Context: an optimization exercise on an open-source flow, tuned for small area. The choices shown serve that exercise and are no tape-out recipe.
Where RTL was checked, it was by simulation tests only, not by an equivalence proof against the original.
No activity file was given, so power comes from the tool's default toggle rates.

==> run R <==
==> flow/design.v <==
package mips_pkg;
  localparam int DATA_W = 32;
  localparam int REG_ADDR_W = 5;
  localparam logic [REG_ADDR_W-1:0] REG_ZERO = 5'd0;
endpackage
module ao222n (
  input  logic a1, a2, b1, b2, c1, c2,
  output logic y
);
  assign y = ~((a1 & a2) | (b1 & b2) | (c1 & c2));
endmodule
module nand4x (
  input  logic a, b, c, d,
  output logic y
);
  assign y = ~(a & b & c & d);
endmodule
module or3x (
  input  logic a, b, c,
  output logic y
);
  assign y = a | b | c;
endmodule
module nand2x (
  input  logic a, b,
  output logic y
);
  assign y = ~(a & b);
endmodule
module aomux32 (
  input  logic [31:0] sel,
  input  logic [31:0] d,
  output logic y
);
  logic [11:0] p;
  logic [2:0] q;
  for (genvar g = 0; g < 10; g++) begin : g_ao
    ao222n u (.a1(sel[3*g]), .a2(d[3*g]), .b1(sel[3*g+1]), .b2(d[3*g+1]),
              .c1(sel[3*g+2]), .c2(d[3*g+2]), .y(p[g]));
  end
  nand2x u_p10 (.a(sel[30]), .b(d[30]), .y(p[10]));
  nand2x u_p11 (.a(sel[31]), .b(d[31]), .y(p[11]));
  nand4x u_q0 (.a(p[0]), .b(p[1]), .c(p[2]), .d(p[3]), .y(q[0]));
  nand4x u_q1 (.a(p[4]), .b(p[5]), .c(p[6]), .d(p[7]), .y(q[1]));
  nand4x u_q2 (.a(p[8]), .b(p[9]), .c(p[10]), .d(p[11]), .y(q[2]));
  or3x u_y (.a(q[0]), .b(q[1]), .c(q[2]), .y(y));
endmodule
module dec5 (
  input  logic [4:0] a,
  input  logic en,
  output logic [31:1] y
);
  always_comb
    for (int i = 1; i < 32; i++) y[i] = en && a == i;
endmodule
module dec5n (
  input  logic [4:0] a,
  output logic [31:1] yn
);
  always_comb
    for (int i = 1; i < 32; i++) yn[i] = a != i;
endmodule
module regfile_sb (
  input  logic clock,
  input  logic reset,
  input  logic rd_en,
  input  logic [4:0] rd_addr1,
  input  logic [4:0] rd_addr2,
  output logic [31:0] rd_data1,
  output logic [31:0] rd_data2,
  output logic rd_valid,
  output logic hazard,
  input  logic wr_en,
  input  logic [4:0] wr_addr,
  input  logic [31:0] wr_data,
  input  logic iss_en,
  input  logic [4:0] iss_addr
);
  logic [31:0] mem [31:1];
  logic [31:1] busy, wr_hit, iss_hit, t1, t2, bw;
  logic pend1, pend2, acc, byp1, byp2;
  logic [31:0] nxt1, nxt2, wd;
  logic [31:1] d1n, d2n;
  dec5 u_dw (.a(wr_addr), .en(wr_en), .y(wr_hit));
  dec5 u_di (.a(iss_addr), .en(iss_en), .y(iss_hit));
  dec5n u_d1 (.a(rd_addr1), .yn(d1n));
  dec5n u_d2 (.a(rd_addr2), .yn(d2n));
  assign t1 = ~(d1n | wr_hit | {31{reset}});
  assign t2 = ~(d2n | wr_hit | {31{reset}});
  assign bw = busy & ~wr_hit;
  assign byp1 = wr_en && wr_addr == rd_addr1 && rd_addr1 != 5'd0 && !reset;
  assign byp2 = wr_en && wr_addr == rd_addr2 && rd_addr2 != 5'd0 && !reset;
  assign pend1 = |(bw & ~d1n);
  assign pend2 = |(bw & ~d2n);
  assign hazard = rd_en & (pend1 | pend2);
  assign acc = rd_en & ~pend1 & ~pend2;
  for (genvar j = 0; j < 32; j++) begin : g_rd
    logic [30:0] col;
    for (genvar i = 1; i < 32; i++) begin : g_col
      assign col[i-1] = mem[i][j];
    end
    aomux32 u_m1 (.sel({byp1, t1}), .d({wr_data[j], col}), .y(nxt1[j]));
    aomux32 u_m2 (.sel({byp2, t2}), .d({wr_data[j], col}), .y(nxt2[j]));
  end
  assign wd = wr_data & {32{~reset}};
  always_ff @(posedge clock) begin
    if (acc | reset) begin
      rd_data1 <= nxt1;
      rd_data2 <= nxt2;
    end
    rd_valid <= acc & ~reset;
    for (int i = 1; i < 32; i++)
      busy[i] <= !reset && (iss_hit[i] || (busy[i] && !wr_hit[i]));
    for (int i = 1; i < 32; i++)
      if (wr_hit[i] | reset) mem[i] <= wd;
  end
endmodule
==> flow/flow/run.sh <==
#!/bin/bash
# Own layout flow: the standard ORFS flow (standard.sh, standard synthesis
# unchanged) with these layout changes:
#  - the buffers ABC put in the netlist are removed at floorplan;
#  - port buffers are buf_2 instead of the slow clkdlybuf4s50_1;
#  - before repair_design, each high-fanout net gets one buf_2 at the centroid
#    of its loads (fanout_buffers.tcl), instead of repair_design's buffer chains;
#  - clock tree built from clkbuf_8 with no dummy loads.
# The whole output of the flow goes to flow.log in the work folder; ORFS keeps
# each step's own log under orfs/logs.
set -euo pipefail
here=$(pwd)
export PRE_RESIZE_TCL="$here/flow/fanout_buffers.tcl"
export REMOVE_ABC_BUFFERS=1
export BUFFER_PORTS_ARGS="-buffer_cell sky130_fd_sc_hd__buf_2"
export CTS_ARGS="-sink_clustering_enable -repair_clock_nets -buf_list sky130_fd_sc_hd__clkbuf_8 -sink_clustering_size 15 -sink_clustering_max_diameter 60 -dont_use_dummy_load"
bash standard.sh finish > "$here/flow.log" 2>&1
==> flow/flow/fanout_buffers.tcl <==
# Before repair_design: give every high-fanout signal net one buffer at the
# centroid of its loads, so repair_design has few slew/cap violations left to
# fix with its own (larger) buffer chains.
set fb_min_loads 16
set fb_count 0
foreach net [[ord::get_db_block] getNets] {
  if {[$net getSigType] != "SIGNAL"} continue
  set loads 0; set xs 0; set ys 0
  foreach it [$net getITerms] {
    if {[$it isInputSignal]} {
      incr loads
      set b [[$it getInst] getBBox]
      set xs [expr {$xs + [$b xMin]}]; set ys [expr {$ys + [$b yMin]}]
    }
  }
  if {$loads >= $fb_min_loads} {
    set dbu [[ord::get_db_tech] getDbUnitsPerMicron]
    insert_buffer -net [$net getName] -buffer_cell sky130_fd_sc_hd__buf_2 \
      -location [list [expr {double($xs) / $loads / $dbu}] [expr {double($ys) / $loads / $dbu}]]
    incr fb_count
  }
}
puts "fanout_buffers: inserted $fb_count buffers"
==> flow/standard.sh <==
#!/bin/bash
# synth_recipe.tcl (not shown) runs the flow's synth.tcl, then flattens the netlist and writes it again
# the make line also repeats each setting of config.mk as NAME=value (left out here)
make -C /OpenROAD-flow-scripts/flow DESIGN_CONFIG=/design/flow/config.mk WORK_HOME=/design/flow/orfs CLKGATE_MAP_FILE= SYNTH_SCRIPT=/design/flow/synth_recipe.tcl "${@:-finish}"
==> flow/config.mk <==
export PLATFORM = sky130hd
export DESIGN_NAME = regfile_sb
export DESIGN_NICKNAME = regfile_sb
export VERILOG_FILES = /design/flow/design.v
export SDC_FILE = /design/flow/constraint.sdc
export NUM_CORES = 4
export LEC_CHECK = 0
export CAP_MARGIN = 10
export CORE_MARGIN = 2
export CORE_UTILIZATION = 45
export GPL_TIMING_DRIVEN = 0
export SETUP_SLACK_MARGIN = 0.3
export SLEW_MARGIN = 10
export SYNTH_HIERARCHICAL = 1
==> flow/constraint.sdc <==
create_clock -name core_clock -period 6.0 [get_ports {clock}]
set_input_delay 1.2000 -clock core_clock [delete_from_list [all_inputs] [get_ports {clock}]]
set_output_delay 1.2000 -clock core_clock [all_outputs]
set_load 0.01 [all_outputs]
==> inputs of run H, as changes to run R <==
==> flow/design.v, changed modules only <==
module dec5n (
  input  logic [4:0] a,
  input  logic en,
  output logic [31:1] yn
);
  always_comb
    for (int i = 1; i < 32; i++) yn[i] = !(en && a == i);
endmodule
module regfile_sb (
  input  logic clock,
  input  logic reset,
  input  logic rd_en,
  input  logic [4:0] rd_addr1,
  input  logic [4:0] rd_addr2,
  output logic [31:0] rd_data1,
  output logic [31:0] rd_data2,
  output logic rd_valid,
  output logic hazard,
  input  logic wr_en,
  input  logic [4:0] wr_addr,
  input  logic [31:0] wr_data,
  input  logic iss_en,
  input  logic [4:0] iss_addr
);
  logic [31:0] mem [31:1];
  logic [31:1] busy, wr_hit, iss_hit, t1, t2;
  logic pend1, pend2, acc, byp1, byp2;
  logic [31:0] nxt1, nxt2, wd;
  logic [31:1] d1n, d2n;
  dec5 u_dw (.a(wr_addr), .en(wr_en), .y(wr_hit));
  dec5 u_di (.a(iss_addr), .en(iss_en), .y(iss_hit));
  dec5n u_d1 (.a(rd_addr1), .en(~reset), .yn(d1n));
  dec5n u_d2 (.a(rd_addr2), .en(~reset), .yn(d2n));
  assign t1 = ~(d1n | wr_hit);
  assign t2 = ~(d2n | wr_hit);
  assign byp1 = wr_en && wr_addr == rd_addr1 && rd_addr1 != 5'd0 && !reset;
  assign byp2 = wr_en && wr_addr == rd_addr2 && rd_addr2 != 5'd0 && !reset;
  assign pend1 = |(busy & t1);
  assign pend2 = |(busy & t2);
  assign hazard = rd_en & (pend1 | pend2);
  assign acc = rd_en & ~pend1 & ~pend2;
  for (genvar j = 0; j < 32; j++) begin : g_rd
    logic [30:0] col;
    for (genvar i = 1; i < 32; i++) begin : g_col
      assign col[i-1] = mem[i][j];
    end
    aomux32 u_m1 (.sel({byp1, t1}), .d({wr_data[j], col}), .y(nxt1[j]));
    aomux32 u_m2 (.sel({byp2, t2}), .d({wr_data[j], col}), .y(nxt2[j]));
  end
  assign wd = wr_data & {32{~reset}};
  always_ff @(posedge clock) begin
    if (acc | reset) begin
      rd_data1 <= nxt1;
      rd_data2 <= nxt2;
    end
    rd_valid <= acc & ~reset;
    for (int i = 1; i < 32; i++)
      busy[i] <= !reset && (iss_hit[i] || (busy[i] && !wr_hit[i]));
    for (int i = 1; i < 32; i++)
      if (wr_hit[i] | reset) mem[i] <= wd;
  end
endmodule
CORE_UTILIZATION = 50   (was 45)
SETUP_SLACK_MARGIN = unset   (was 0.3)
==> inputs of run M, as changes to run R <==
CORE_UTILIZATION = 50   (was 45)
SETUP_SLACK_MARGIN = 0.2   (was 0.3)
==> inputs of run A, as changes to run R <==
--- a/flow/flow/run.sh
+++ b/flow/flow/run.sh
@@ -3,5 +3,5 @@
 # unchanged) with these layout changes:
 #  - the buffers ABC put in the netlist are removed at floorplan;
-#  - port buffers are buf_2 instead of the slow clkdlybuf4s50_1;
+#  - port buffers are buf_1 instead of the slow clkdlybuf4s50_1;
 #  - before repair_design, each high-fanout net gets one buf_2 at the centroid
 #    of its loads (fanout_buffers.tcl), instead of repair_design's buffer chains;
@@ -13,5 +13,5 @@
 export PRE_RESIZE_TCL="$here/flow/fanout_buffers.tcl"
 export REMOVE_ABC_BUFFERS=1
-export BUFFER_PORTS_ARGS="-buffer_cell sky130_fd_sc_hd__buf_2"
+export BUFFER_PORTS_ARGS="-buffer_cell sky130_fd_sc_hd__buf_1"
 export CTS_ARGS="-sink_clustering_enable -repair_clock_nets -buf_list sky130_fd_sc_hd__clkbuf_8 -sink_clustering_size 15 -sink_clustering_max_diameter 60 -dont_use_dummy_load"
 bash standard.sh finish > "$here/flow.log" 2>&1
CORE_UTILIZATION = 50   (was 45)
SETUP_SLACK_MARGIN = 0.2   (was 0.3)
==> key figures <==
Outcome
  • Status: timing/DRC/antenna clean

Critical path
  • CP Capture Point: rd_data1[14]$_DFFE_PP_

GRT
  • Global-route usage over all layers: 0.375
  • Vias in the first global route: 30100
  • Met2 usage: 0.549

STA
  • Max Clk Rate: 0.174 GHz

Routing
  • Vias per inst: 8.04

Power
  • Clk pwr share: 0.259
  • Tot Pwr: 14100 µW

Min path
  • Worst min-delay path startpoint: busy[10]$_DFF_P_
The numbers above come from run M.

==> key figures <==
GRT
  • Met2 usage: 0.495
  • GRT busiest layer: met2
  • Vias in the first global route: 29600

Min path
  • Worst min-delay path startpoint: busy[7]$_DFF_P_

Logic synthesis
  • EDFF count, synth: 1056
  • Synth Area in Simple Gates: 0.0936

STA
  • Max Clk Rate: 0.177 GHz

Outcome
  • Status: timing/DRC/antenna clean

Power
  • Tot Pwr: 14200 µW

Critical path
  • CP Capture Point: rd_data1[31]$_DFFE_PP_

Routing
  • Vias per inst: 7.74
The numbers above come from run R.

==> key figures <==
GRT
  • Global-route usage over all layers: 0.391
  • Met2 usage: 0.575

Outcome
  • SO Faults: setup timing
  • Status: complete, but fails checks

Power
  • Clk pwr share: 0.259

STA
  • # setup viols final: 1
  • Max Clk Rate: 0.165 GHz
  • Setup WS post-layout: -72.7 ps

Critical path
  • CP Capture Point: hazard
The numbers above come from run H.

==> key figures <==
Min path
  • Worst min-delay path startpoint: busy[14]$_DFF_P_

STA
  • Max Clk Rate: 0.172 GHz

GRT
  • Met2 usage: 0.537
  • Global-route usage over all layers: 0.372

Power
  • Clk pwr share: 0.266
  • Tot Pwr: 14200 µW

Routing
  • Vias per inst: 8.01

Outcome
  • Status: timing/DRC/antenna clean

Critical path
  • CP Capture Point: rd_data1[12]$_DFFE_PP_
The numbers above come from run A.

No functional check of the RTL was part of run H.

==> static timing again, ports no longer ideal <==
No port has a modelled driver above. Below, the same layouts with a new extraction and two added sets of constraints. Step 1 sets driving cells, clkbuf_16 on the clock port and buf_2 on the other inputs (assumed; they add their load-dependent delay and slew). Step 2, shift: input delay + t, output delay - t, t = (earliest + latest rising clock arrival at the registers) / 2. This alone moves slack from input paths to output paths. a / b / c = ideal / step 1 / step 2; a / b = the first two.
run | t, ns | setup WS [ns] | latest minus earliest clock arrival (ns) | cell pins on the clock port's net
run R | 0.774 | 0.363 / 0.405 / -0.369 | 0.091 / 0.091 | 1
run H | 0.783 | -0.073 / -0.096 / -0.391 | 0.090 / 0.090 | 1
run M | 0.772 | 0.264 / 0.295 / -0.477 | 0.086 / 0.087 | 1
run A | 0.786 | 0.182 / 0.226 / -0.560 | 0.079 / 0.078 | 1
With both steps, setup timing fails in run R, run M and run A, where it was met with ideal ports. For run A, which loses most, drivers alone change the setup slack by +0.044 ns; drivers and shift together by -0.742 ns.
